Source: an optimization exercise on an open RTL-to-GDS flow (aim: small area). Production flows keep margins and buffers that such runs may drop. In this exercise RTL edits were held to simulation tests only and were not proved equivalent to the original. No activity file was given, so power comes from the tool's default toggle rates.

## red
==> module fhe_ctrl_top, before the edit <==
module fhe_ctrl_top #(
	parameter int INST_ID_WIDTH = 6
) (
	input  logic                       clk,
	input  logic                       rstn,
	input  logic [fhe_ctrl_pkg::AXIL_ADDR_WIDTH-1:0] awaddr,
	input  logic                       awvalid,
	output logic                       awready,
	input  logic [fhe_ctrl_pkg::AXIL_DATA_WIDTH-1:0] wdata,
	input  logic                       wvalid,
	output logic                       wready,
	output logic [1:0]                 bresp,
	output logic                       bvalid,
	input  logic                       bready,
	input  logic [fhe_ctrl_pkg::AXIL_ADDR_WIDTH-1:0] araddr,
	input  logic                       arvalid,
	output logic                       arready,
	output logic [fhe_ctrl_pkg::AXIL_DATA_WIDTH-1:0] rdata,
	output logic [1:0]                 rresp,
	output logic                       rvalid,
	input  logic                       rready,
	input  fhe_ctrl_pkg::fifo_status_t               fifo_status,
	output fhe_ctrl_pkg::rlwe_cfg_t                  rlwe_cfg,
	output fhe_ctrl_pkg::lwe_cfg_t                   lwe_cfg,
	output logic                       inst_wr_en,
	output fhe_ctrl_pkg::rob_cmd_t                   rob_cmd,
	output fhe_ctrl_pkg::key_cmd_t                   key_cmd,
	output logic [INST_ID_WIDTH-1:0]   inst_id
);
	logic w_strb;	 
	logic w_resp;	 
	logic slverr;
	always_ff @(posedge clk) begin
		if (!rstn) begin
			w_strb <= 1'b0;
			w_resp <= 1'b0;
		end else begin
			w_strb <= !w_strb && !w_resp && awvalid && wvalid;
			w_resp <= w_strb || (w_resp && !bready);
		end
	end
	assign awready = w_strb;
	assign wready  = w_strb;
	assign bvalid  = w_resp;
	logic [7:0]  wa;
	logic [31:0] d;
	assign wa = awaddr[7:0];
	assign d  = wdata;
	logic inst_hit, fifo_full, inst_refused;
	assign inst_hit     = w_strb && (wa == fhe_ctrl_pkg::ADDR_INST_IN);
	assign fifo_full    = fifo_status.rob_full || fifo_status.key_full;
	assign inst_wr_en   = inst_hit && !fifo_full;
	assign inst_refused = inst_hit && fifo_full;
	always_ff @(posedge clk) begin
		slverr <= inst_refused || (slverr && w_resp);
	end
	assign bresp = {slverr, 1'b0};
	assign rob_cmd = {d[31:30], d[29:27], d[26:17], d[29:26]};
	assign key_cmd = {d[31:30], (d[31:30] == 2'b00) ? {3'b0, d[16:0]} : d[19:0]};
	always_ff @(posedge clk) begin
		if (!rstn) begin
			inst_id <= '0;
		end else if (inst_wr_en) begin
			inst_id <= inst_id + 1'b1;
		end
	end
	logic [31:0] q_lo, q_hi, m_lo, m_hi;
	logic [6:0]  k2;
	logic [11:0] len;
	logic [3:0]  log2_len;
	logic [9:0]  mask;
	logic [3:0]  embed;
	logic [5:0][9:0] b1;
	logic [14:0] sel, set, keep;
	always_comb begin
		for (int r = 0; r < 15; r++) begin
			sel[r]  = (wa == 8'(4 * r));
			set[r]  = rstn && w_strb && sel[r];
			keep[r] = rstn && !(w_strb && sel[r]);
		end
	end
	always_ff @(posedge clk) begin
		q_lo     <= (d       & {32{set[0]}}) | (q_lo     & {32{keep[0]}});
		q_hi     <= (d       & {32{set[1]}}) | (q_hi     & {32{keep[1]}});
		m_lo     <= (d       & {32{set[2]}}) | (m_lo     & {32{keep[2]}});
		m_hi     <= (d       & {32{set[3]}}) | (m_hi     & {32{keep[3]}});
		k2       <= (d[6:0]  & {7{set[4]}})  | (k2       & {7{keep[4]}});
		len      <= (d[11:0] & {12{set[5]}}) | (len      & {12{keep[5]}});
		log2_len <= (d[3:0]  & {4{set[6]}})  | (log2_len & {4{keep[6]}});
		mask     <= (d[9:0]  & {10{set[7]}}) | (mask     & {10{keep[7]}});
		embed    <= (d[3:0]  & {4{set[8]}})  | (embed    & {4{keep[8]}});
		for (int g = 0; g < 6; g++) begin
			b1[g] <= (d[9:0] & {10{set[9+g]}}) | (b1[g] & {10{keep[9+g]}});
		end
	end
	assign rlwe_cfg = {q_hi, q_lo, m_hi, m_lo, k2, len, log2_len};
	logic [5:0][9:0] b2;
	logic [9:0] h;
	logic [10:0] c;
	assign h = {1'b0, mask[9:1]};
	always_comb begin
		for (int g = 0; g < 6; g++) begin
			c[0] = mask[0];
			for (int j = 0; j < 10; j++) begin
				b2[g][j] = (b1[g][j] ^ h[j] ^ c[j]) & mask[j];
				c[j+1]   = (b1[g][j] & h[j]) | (c[j] & (b1[g][j] ^ h[j]));
			end
		end
	end
	assign lwe_cfg = {mask, embed, b1, b2};
	logic r_addr;	 
	logic r_data;	 
	logic [31:0] rdata_q;
	logic [7:0]  ra;
	logic [31:0] rd;
	always_ff @(posedge clk) begin
		if (!rstn) begin
			r_addr <= 1'b0;
			r_data <= 1'b0;
		end else begin
			r_addr <= !r_addr && !r_data && arvalid;
			r_data <= r_addr || (r_data && !rready);
		end
	end
	assign ra = araddr[7:0];
	always_comb begin
		rd = 32'hDEAD_BEEF;
		case (ra)
			8'h00: rd = q_lo;
			8'h04: rd = q_hi;
			8'h08: rd = m_lo;
			8'h0C: rd = m_hi;
			8'h10: rd = {25'b0, k2};
			8'h14: rd = {20'b0, len};
			8'h18: rd = {28'b0, log2_len};
			8'h1C: rd = {22'b0, mask};
			8'h20: rd = {28'b0, embed};
			8'h24: rd = {22'b0, b1[0]};
			8'h28: rd = {22'b0, b1[1]};
			8'h2C: rd = {22'b0, b1[2]};
			8'h30: rd = {22'b0, b1[3]};
			8'h34: rd = {22'b0, b1[4]};
			8'h38: rd = {22'b0, b1[5]};
			8'h44: rd = {24'b0, fifo_status};
			default: ;
		endcase
	end
	always_ff @(posedge clk) begin
		if (r_addr) rdata_q <= rd;
	end
	assign arready = r_addr;
	assign rvalid  = r_data;
	assign rdata   = rdata_q;
	assign rresp   = 2'b00;
endmodule
clock: 6.0 ns
lec_check: 0
cap_margin: 20
core_margin: 2
core_utilization: 55
setup_slack_margin: 0.1
slew_margin: 20
standard.sh (not shown) runs the stock make flow with config.mk's settings and CLKGATE_MAP_FILE= SYNTH_SCRIPT=/design/flow/synth_recipe.tcl, a recipe that flattens the netlist after the stock synthesis.
==> flow/flow/run.sh <==
#!/bin/bash
# Layout flow: the standard layout (standard.sh) with these changes:
#  1. after the standard synthesis, its combinational cells are re-mapped by
#     ABC for area (registers, full-adder and tie cells untouched; each full adder
#     is first rewritten as the identical ~fa(~a,~b,~c) so ABC can drop the
#     inverters synthesis put around the adder chains); the result is used
#     only if a SAT proof shows it equivalent to the standard netlist;
#  2. the port buffers from buffer_ports are the smallest buffer cell (every
#     input and output port still gets its own buffer);
#  3. clock tree synthesis without dummy loads and with larger sink clusters
#     (the clock port still drives only the root clock buffer).
# Each tool's output goes to its own log in this folder; ORFS keeps each
# step's log under orfs/logs/.
set -euo pipefail
W=$(pwd)
F=$W/flow
R=$W/orfs/results/$FLOW_PLATFORM/fhe_ctrl_top/base
LIB=$FLOW_HOME/platforms/$FLOW_PLATFORM/lib/sky130_fd_sc_hd__tt_025C_1v80.lib
YOSYS=$FLOW_HOME/../tools/install/yosys/bin/yosys
[ -x "$YOSYS" ] || YOSYS=$(command -v yosys)
KNOBS=(
	"BUFFER_PORTS_ARGS=-buffer_cell sky130_fd_sc_hd__buf_1"
	"CTS_ARGS=-sink_clustering_enable -repair_clock_nets -dont_use_dummy_load -sink_clustering_size 25 -sink_clustering_max_diameter 120"
)

bash standard.sh "${KNOBS[@]}" synth > synth_standard.log 2>&1

mkdir -p remap
cp "$R/1_2_yosys.v" remap/netlist_standard.v
if python3 "$F/fainv.py" remap/netlist_standard.v remap/netlist_fainv.v > remap/fainv.log 2>&1 &&
	python3 "$F/remap.py" "$YOSYS" "$LIB" "$FLOW_HOME/platforms/$FLOW_PLATFORM/config.mk" \
		remap/netlist_fainv.v remap/netlist_remap.v "$F/area.abc" remap/yosys_remap.log &&
	python3 "$F/equiv.py" "$YOSYS" "$LIB" remap/netlist_standard.v remap/netlist_remap.v remap remap/yosys_equiv.log; then
	echo "using the re-mapped netlist" > remap/status.txt
	cp remap/netlist_remap.v "$R/1_2_yosys.v"
	rm -f "$R/1_synth.odb" "$R/1_synth.sdc"
else
	echo "re-map failed or not proven; keeping the standard netlist" > remap/status.txt
fi

bash standard.sh "${KNOBS[@]}" finish > flow_standard.log 2>&1
Other scripts of this flow, unchanged in this note and not shown: flow/flow/area.abc, flow/flow/buf1.v, flow/flow/cutff.py, flow/flow/equiv.py, flow/flow/fainv.py, flow/flow/remap.py
Edits applied to the flow inputs when going from red to blue:
diff --git a/flow/design.v b/flow/design.v
--- a/flow/design.v
+++ b/flow/design.v
@@ -188,28 +188,21 @@
 	end
 	assign ra = araddr[7:0];
+	logic [15:0] rsel;
+	logic        rmiss, rhold;
 	always_comb begin
-		rd = 32'hDEAD_BEEF;
-		case (ra)
-			8'h00: rd = q_lo;
-			8'h04: rd = q_hi;
-			8'h08: rd = m_lo;
-			8'h0C: rd = m_hi;
-			8'h10: rd = {25'b0, k2};
-			8'h14: rd = {20'b0, len};
-			8'h18: rd = {28'b0, log2_len};
-			8'h1C: rd = {22'b0, mask};
-			8'h20: rd = {28'b0, embed};
-			8'h24: rd = {22'b0, b1[0]};
-			8'h28: rd = {22'b0, b1[1]};
-			8'h2C: rd = {22'b0, b1[2]};
-			8'h30: rd = {22'b0, b1[3]};
-			8'h34: rd = {22'b0, b1[4]};
-			8'h38: rd = {22'b0, b1[5]};
-			8'h44: rd = {24'b0, fifo_status};
-			default: ;
-		endcase
-	end
-	always_ff @(posedge clk) begin
-		if (r_addr) rdata_q <= rd;
+		for (int r = 0; r < 15; r++) rsel[r] = r_addr && (ra == 8'(4 * r));
+		rsel[15] = r_addr && (ra == 8'h44);
+		rmiss    = r_addr && !(|rsel);
+		rhold    = !r_addr;
+		rd = (rdata_q & {32{rhold}}) | (32'hDEAD_BEEF & {32{rmiss}})
+		   | (q_lo & {32{rsel[0]}}) | (q_hi & {32{rsel[1]}})
+		   | (m_lo & {32{rsel[2]}}) | (m_hi & {32{rsel[3]}})
+		   | ({25'b0, k2} & {32{rsel[4]}}) | ({20'b0, len} & {32{rsel[5]}})
+		   | ({28'b0, log2_len} & {32{rsel[6]}}) | ({22'b0, mask} & {32{rsel[7]}})
+		   | ({28'b0, embed} & {32{rsel[8]}}) | ({24'b0, fifo_status} & {32{rsel[15]}});
+		for (int g = 0; g < 6; g++) rd = rd | ({22'b0, b1[g]} & {32{rsel[9+g]}});
+	end
+	always_ff @(posedge clk) begin
+		rdata_q <= rd;
 	end
 	assign arready = r_addr;
Delta (blue minus red): share of total power in sequential cells decreased by 1.5 points relative to the old numbers; final cell count increased by 0.84% relative to the old numbers; peak supply drop increased by about 44% relative to the old numbers; final routed wire length divided by cell count decreased by 0.60% relative to the old numbers; combinational share of power increased by 2.6 points relative to the old numbers. Between red and blue, the flow reports power of the combinational group increasing by more than a quarter. Summary of blue over red: post-route clock period utilization increased 0.70 points; total power consumption of the routed design went up by 94 µW.

-- re-timing with driven ports --
The results above use ideal ports. As a check the final layouts listed here were re-extracted and re-timed, cells and wires unchanged.
Step 1 assumes that a clkbuf_16 drives the clock port and a buf_2 every other input.
Step 2 also shifts input and output timing later by t, the mid clock arrival at the registers, as if the neighbouring blocks saw the same clock.
a / b / c = no drivers / after step 1 / after step 2; a / b = the first two.
run | t, ns | setup slack, ns | cell pins on the clock port's net
red | 0.530 | 0.136 / 0.083 / 0.614 | 1
blue | 0.526 | 0.094 / 0.048 / 0.574 | 1
After both steps every run listed still meets setup and hold.
